Source: an optimization exercise on an open RTL-to-GDS flow (aim: small area). Production flows keep margins and buffers that such runs may drop. Only simulation tests tie the RTL to the original design; equivalence was not proved.

<file path="design/flow/constraint.sdc">
create_clock -name core_clock -period 15.0 [get_ports {clk}]
set_input_delay 3.0000 -clock core_clock [delete_from_list [all_inputs] [get_ports {clk}]]
set_output_delay 3.0000 -clock core_clock [all_outputs]
set_load 0.01 [all_outputs]
</file>
<file path="design/flow/run.sh">
#!/bin/bash
# synth_recipe.tcl (not shown) runs the flow's synth.tcl, then flattens the netlist and writes it again
# the make line also repeats each setting of config.mk as NAME=value (left out here)
make -C /OpenROAD-flow-scripts/flow DESIGN_CONFIG=/design/flow/config.mk WORK_HOME=/design/flow/orfs CLKGATE_MAP_FILE= SYNTH_SCRIPT=/design/flow/synth_recipe.tcl finish
</file>
<file path="design/flow/design.v">
package idct_pkg;
  localparam int DEF_BITS  = 25;
  localparam int DEF_SHIFT = 13;
  localparam int INT_W     = DEF_BITS + 10;
  localparam int C39 = 39;
  localparam int C36 = 36;
  localparam int C15 = 15;
  localparam int C35 = 35;
  localparam int C2  = 2;
  localparam int C8  = 8;
  localparam int C30 = 30;
  localparam int C16 = 16;
  localparam int C6  = 6;
  localparam int C19 = 19;
  localparam int C14 = 14;
  localparam int NORM_MUL   = 43;
  localparam int NORM_SHIFT = 19;
  function automatic logic signed [63:0] saturate(input logic signed [63:0] v, input int bits);
    logic signed [63:0] hi;
    logic signed [63:0] lo;
    hi = (64'sd1 <<< (bits - 1)) - 64'sd1;
    lo = -(64'sd1 <<< (bits - 1));
    if (v > hi)      saturate = hi;
    else if (v < lo) saturate = lo;
    else             saturate = v;
  endfunction
endpackage
import idct_pkg::*;
module idct8_core
#(
  parameter int BITS  = DEF_BITS,
  parameter int SHIFT = DEF_SHIFT
) (
  input  logic [8*BITS-1:0] coef,
  output logic [8*BITS-1:0] x
);
  localparam int IW = BITS + 10;
  localparam logic signed [63:0] SAT_HI = (64'sd1 <<< (BITS - 1)) - 64'sd1;
  localparam logic signed [63:0] SAT_LO = -(64'sd1 <<< (BITS - 1));
  logic signed [IW-1:0] xc0, xc1, xc2, xc3, xc4, xc5, xc6, xc7;
  logic signed [IW-1:0] w0, w1, w2, w3, w4, w5, w6, w7;
  logic signed [IW-1:0] b0, b1, b2, b3, b4, b5, b6, b7;
  logic signed [IW-1:0] a0, a1, a2, a3, a4, a5, a6, a7;
  logic signed [IW-1:0] r  [0:7];
  logic signed [63:0]   s  [0:7];
  logic signed [63:0]   t  [0:7];
  assign xc0 = $signed(coef[0*BITS +: BITS]);
  assign xc1 = $signed(coef[1*BITS +: BITS]);
  assign xc2 = $signed(coef[2*BITS +: BITS]);
  assign xc3 = $signed(coef[3*BITS +: BITS]);
  assign xc4 = $signed(coef[4*BITS +: BITS]);
  assign xc5 = $signed(coef[5*BITS +: BITS]);
  assign xc6 = $signed(coef[6*BITS +: BITS]);
  assign xc7 = $signed(coef[7*BITS +: BITS]);
  localparam logic signed [IW-1:0] K39 = C39;
  localparam logic signed [IW-1:0] K36 = C36;
  localparam logic signed [IW-1:0] K15 = C15;
  localparam logic signed [IW-1:0] K35 = C35;
  localparam logic signed [IW-1:0] K2  = C2;
  localparam logic signed [IW-1:0] K8  = C8;
  localparam logic signed [IW-1:0] K30 = C30;
  localparam logic signed [IW-1:0] K16 = C16;
  localparam logic signed [IW-1:0] K6  = C6;
  localparam logic signed [IW-1:0] K19 = C19;
  localparam logic signed [IW-1:0] K14 = C14;
  assign w0 = K39 * xc0;
  assign w1 = K39 * xc4;
  assign w2 = K36 * xc2 - K15 * xc6;
  assign w3 = K15 * xc2 + K36 * xc6;
  assign w4 = K35 * xc1 - K14 * xc3 + K8  * xc5 - K6  * xc7;
  assign w5 = K19 * xc3 - K2  * xc1 + K30 * xc5 - K16 * xc7;
  assign w6 = K16 * xc1 + K30 * xc3 - K19 * xc5 - K2  * xc7;
  assign w7 = K6  * xc1 + K8  * xc3 + K14 * xc5 + K35 * xc7;
  assign b0 = w0 + w2;  assign b2 = w0 - w2;
  assign b4 = w1 + w3;  assign b6 = w3 - w1;
  assign b1 = w4 + w6;  assign b3 = w4 - w6;
  assign b5 = w5 + w7;  assign b7 = w7 - w5;
  assign a0 = b0 + b4;  assign a1 = b0 - b4;
  assign a2 = b2 + b6;  assign a3 = b2 - b6;
  assign a4 = b1 + b5;  assign a5 = b1 - b5;
  assign a6 = b3 + b7;  assign a7 = b3 - b7;
  assign r[0] = a0 + a4;  assign r[7] = a0 - a4;
  assign r[1] = a1 + a5;  assign r[6] = a1 - a5;
  assign r[2] = a2 + a6;  assign r[5] = a2 - a6;
  assign r[3] = a3 + a7;  assign r[4] = a3 - a7;
  for (genvar j = 0; j < 8; j++) begin : g_scale
    logic signed [63:0] rw;
    assign rw = r[j];
    assign s[j] = rw >>> SHIFT;
    assign t[j] = (s[j] > SAT_HI) ? SAT_HI : (s[j] < SAT_LO) ? SAT_LO : s[j];
    assign x[j*BITS +: BITS] = t[j][BITS-1:0];
  end
endmodule
import idct_pkg::*;
module idct8_serial
#(
  parameter int BITS  = DEF_BITS,
  parameter int SHIFT = DEF_SHIFT
) (
  input  logic                   clk,
  input  logic                   rst,
  input  logic                   in_valid,
  input  logic signed [BITS-1:0] in,
  output logic                   out_valid,
  output logic                   frame_start,
  output logic signed [BITS-1:0] O
);
  logic [2:0]             k;
  logic                   primed;
  logic signed [BITS-1:0] coef  [0:7];
  logic signed [BITS-1:0] obuf  [0:7];
  logic signed [BITS-1:0] xform [0:7];
  logic [8*BITS-1:0]      coef_flat;
  logic [8*BITS-1:0]      xform_flat;
  for (genvar i = 0; i < 8; i++) begin : g_flat
    assign coef_flat[i*BITS +: BITS] = coef[i];
    assign xform[i] = $signed(xform_flat[i*BITS +: BITS]);
  end
  idct8_core #(.BITS(BITS), .SHIFT(SHIFT)) u_core (
    .coef (coef_flat),
    .x    (xform_flat)
  );
  always_ff @(posedge clk) begin
    if (rst) begin
      k           <= '0;
      primed      <= 1'b0;
      out_valid   <= 1'b0;
      frame_start <= 1'b0;
      O           <= '0;
      for (int i = 0; i < 8; i++) begin
        coef[i] <= '0;
        obuf[i] <= '0;
      end
    end else if (in_valid) begin
      coef[k]     <= in;
      k           <= k + 3'd1;
      out_valid   <= primed;
      frame_start <= primed && (k == 3'd0);
      if (k == 3'd0) begin
        O <= xform[0];
        for (int i = 0; i < 8; i++) obuf[i] <= xform[i];
      end else begin
        O <= obuf[k];
      end
      if (k == 3'd7) primed <= 1'b1;
    end else begin
      out_valid   <= 1'b0;
      frame_start <= 1'b0;
    end
  end
endmodule
</file>
<file path="design/flow/config.mk">
export PLATFORM = sky130hd
export DESIGN_NAME = idct8_serial
export DESIGN_NICKNAME = idct8_serial
export VERILOG_FILES = /design/flow/design.v
export SDC_FILE = /design/flow/constraint.sdc
export NUM_CORES = 4
export LEC_CHECK = 0
export CAP_MARGIN = 20
export CORE_MARGIN = 2
export CORE_UTILIZATION = 40
export SLEW_MARGIN = 20
</file>
==> run notes <==
[logic make-up after synthesis]
kind of cell | Yosys count
flops | 390
mux | 43
fa+ha+maj | 2529
compound gates | 3086
xor+xnor | 1269
simple gates | 2794
buf+inv | 2654
[area by class of cell]
class | count | area (um^2) | area share, %
flip-flops and latches | 390 | 9810 | 9.12
clock inverters | 34 | 335 | 0.312
multi-input cells | 9721 | 80700 | 75.0
repair buffers | 267 | 2150 | 2.00
clock buffers | 70 | 1530 | 1.42
well taps | 3330 | 4170 | 3.87
inverters | 2370 | 8900 | 8.27
diodes | 5 | 12.5 | 0.0116
[stage by stage]
step | utilization, % | hold WS [ns] | instances
4_1_cts | 43.2 | 0.453 | 16200
2_1_floorplan | - | 0.421 | 12800
6_report | 43.2 | 0.452 | 16200
5_1_grt | 43.2 | 0.461 | 16200
3_5_place_dp | 42.4 | 0.439 | 16100
3_3_place_gp | 42.4 | 0.435 | 16100
[routing by layer]
metal  share of wire [%]  GRT usage, %  up-vias
met5                   0             0        -
met4                 3.1          6.92        0
met3                 4.6          1.73      401
met2                  47          43.8     2012
met1                  46          34.2    41900
li1                    -             -    42800
[synth_stat cells, drive strengths merged, types with 50 or more instances]
library cell  number  area, um^2
a211oi           161        1220
a21boi            64         480
a21o             309        2320
a21oi           1055        5280
a31oi             84         526
and2             245        1530
and3              66         414
clkbuf           263        1030
dfxtp            190        3800
edfxtp           200        6010
fa               565       11300
ha              1964       24600
inv             2369        8890
nand2            480        1800
nand2b           165        1030
nand3            159         796
nand4             50         313
nor2            1015        3810
nor2b            157         982
nor3             219        1100
o21a             131         983
o21ai            540        2700
o21bai           258        1940
o31ai             55         432
or2               52         325
or3               83         519
xnor2            915        8030
xor2             351        3070
[critical path, delay by kind of cell, from the launching register on]
| family | cells | cell delay [ns] |
|---|---|---|
| AOI/OAI and AO/OA | 25 | 5.54 |
| xor gates and xnor gates | 7 | 1.94 |
| adders and majority gates | 10 | 3.70 |
| buffers and inverters | 3 | 0.36 |
| DFF | 1 | 0.52 |
| and+or+nand+nor | 11 | 1.92 |
[flip-flops by register name, summed over array words and instances, names as in the netlist]
name	count
primed	1
out_valid	1
O	23
k	3
coef	200
frame_start	1
obuf	161
[layout by cell type (no fill, tap or decap), types with 212 or more instances in the layout]
| cell type | Yosys | routed |
|---|---|---|
| inv_1 | 2369 | 2369 |
| ha_1 | 1964 | 1964 |
| a21oi_1 | 1054 | 1052 |
| nor2_1 | 1015 | 1011 |
| xnor2_1 | 913 | 912 |
| fa_1 | 565 | 565 |
| o21ai_0 | 532 | 531 |
| nand2_1 | 479 | 479 |
| xor2_1 | 351 | 348 |
| a21o_1 | 307 | 307 |
| o21bai_1 | 258 | 257 |
| and2_1 | 244 | 243 |
| nor3_1 | 219 | 218 |
| buf_4 | 2 | 212 |
[timing repair]
item | CTS | global route
setup endpoints to repair | 0 | 41
resized for setup | 0 | 15
buffers inserted | 0 | 2
[worst max path at each step]
stage                from     endpoint  slack (ns)  depth (start not counted)
6_report       coef[3][1]  obuf[6][24]        0.89                         56
5_1_grt        coef[3][1]  obuf[6][23]       0.006                         56
4_1_cts        coef[3][0]  obuf[4][23]        0.54                         59
3_5_place_dp   coef[3][0]  obuf[4][23]        0.62                         59
3_3_place_gp   coef[3][0]  obuf[4][24]        0.65                         59
2_1_floorplan  coef[3][0]  obuf[4][23]        2.65                         60
==> results_dict.tcl <==
set metrics [dict create \
    antenna_found_initial 21 \
    synth_fp_nets 15300 \
    fin_area_um2 108000 \
    yosys_warnings 7 \
    fin_ws_ns 0.886 \
    cts_tree "done" \
    skew_ns 0.0262 \
    r2r-end "obuf[6][24]" \
    nFillCells 25900 \
    synth_fa_ha_area_share_pct 35.7 \
    cts.clk_slew.worst_paths_ns 0.06 \
    initial_core_util_pct 40.3 \
    hold_depth 2 \
    hold_buffers 0 \
    pre_cts_slack_ns 0.625 \
    maxSlewViolCount 0 \
    drcViolationCount 0 \
    grt_pass1_wl_um 501000 \
    status "timing/DRC/antenna clean" \
    ys_seq_area_share_pct 9.77 \
    async_flop_share_pct 0 \
    die_h_um 505 \
    fp.dieW_um 505 \
    r2r_cells 56 \
    timing.final.crit_share_pct 94.1 \
    reg2reg_from "coef[3][1]" \
    root_buffer "clkbuf_16" \
    dpl_cell_area_um2 106000 \
    max_cap_viol_count 0 \
    min_path_type "reg2reg" \
    crit_top_cell "a21oi_1" \
    synthXorXnorAreaFrac_pct 11.1 \
    synth_top_family_by_area "adder cells" \
    hold_path_end "obuf[2][8]" \
    final_nets 15400 \
    drtIter0Drc 6079 \
    min_period_ns 14.11 \
    cp_slowest_cell "xnor2_1" \
    clock-sinks 390 \
    startpoint_type "flop" \
    track_usage_pct 25.5 \
    fmax_mhz 70.9 \
    syn_area_per_cell_um2 7.87 \
    required_ns 15.62 \
    grt_start_max_net_pins 85 \
    viasPerCell 5.38 \
    crit_fanout 8 \
    cts_buffers 57 \
    hold_start "obuf[2][8]" \
    first_global_vias 85100 \
    routedWlPerCell_um 20.7 \
    port_buffers 54 \
    yosys_register_bits 390 \
    wl_um 334000 \
    hold_violations 0 \
    yosysUniqueCellTypes 98 \
    placementRows 183 \
    htreeDepth 2 \
    ant_nets 0 \
    rsz0062_at_grt "false" \
    drive_above_1_share_pct 3.59 \
    synth-edff-count 200 \
    cts_buffer_depth 3 \
    drtPass1Iterations 8 \
    synth_compound_area_share_pct 19.6 \
    worst-r2r-setup-slack_ns 0.89 \
    arrival_ns 14.73 \
    synth-simple-area-share_pct 13.3 \
    dp_hpwl_um 289000 \
    finalSetupViolations 0 \
    core_area_um2 249000 \
    tightest_slew_ns 1.20 \
    synth_ff_type "edfxtp_1" \
    cp-end-kind "flop" \
    slew_headroom_pct 19.9 \
    vias 87000 \
    cp_slowest_stage_delay_ns 0.65 \
    netlist_instances 12800 \
    timing.setup.tns_ns 0 \
    synthesis.area_um2 100000 \
    io_pins 55 \
    place_congestion 0.981 \
    syn_to_final_growth_pct 7.18 \
    muxShareOfSynthArea_pct 0.456 \
    dieArea_um2 255000 \
    critPathKind "reg2reg" \
    clk_latency_ns 0.73 \
    grt-ovfl-total 0 \
]

## what the ideal ports hide
In the flow no input, the clock included, has a driving cell. The finished layout below was timed again as built, in two steps.
Step 1: set_driving_cell puts a clkbuf_16 on clk and a buf_2 on each other input, an assumption about the parent block.
Step 2 moves the port delays by t, midway between the first and last clock arrival at a register: inputs arrive t later, outputs are due t later. That takes back most of the time a late clock gives input paths.
a / b / c = ideal ports / drivers / drivers and shift; a / b = the first two.
t (ns): 0.823
setup WS [ns]: 0.886 / 0.886 / 0.886
worst setup path at the end: register to register
clock arrival spread, ns: 0.029 / 0.029
After both steps this run still meets setup and hold. The setup slack of this run moves by 0.000 ns with the drivers and by 0.000 ns with both steps.
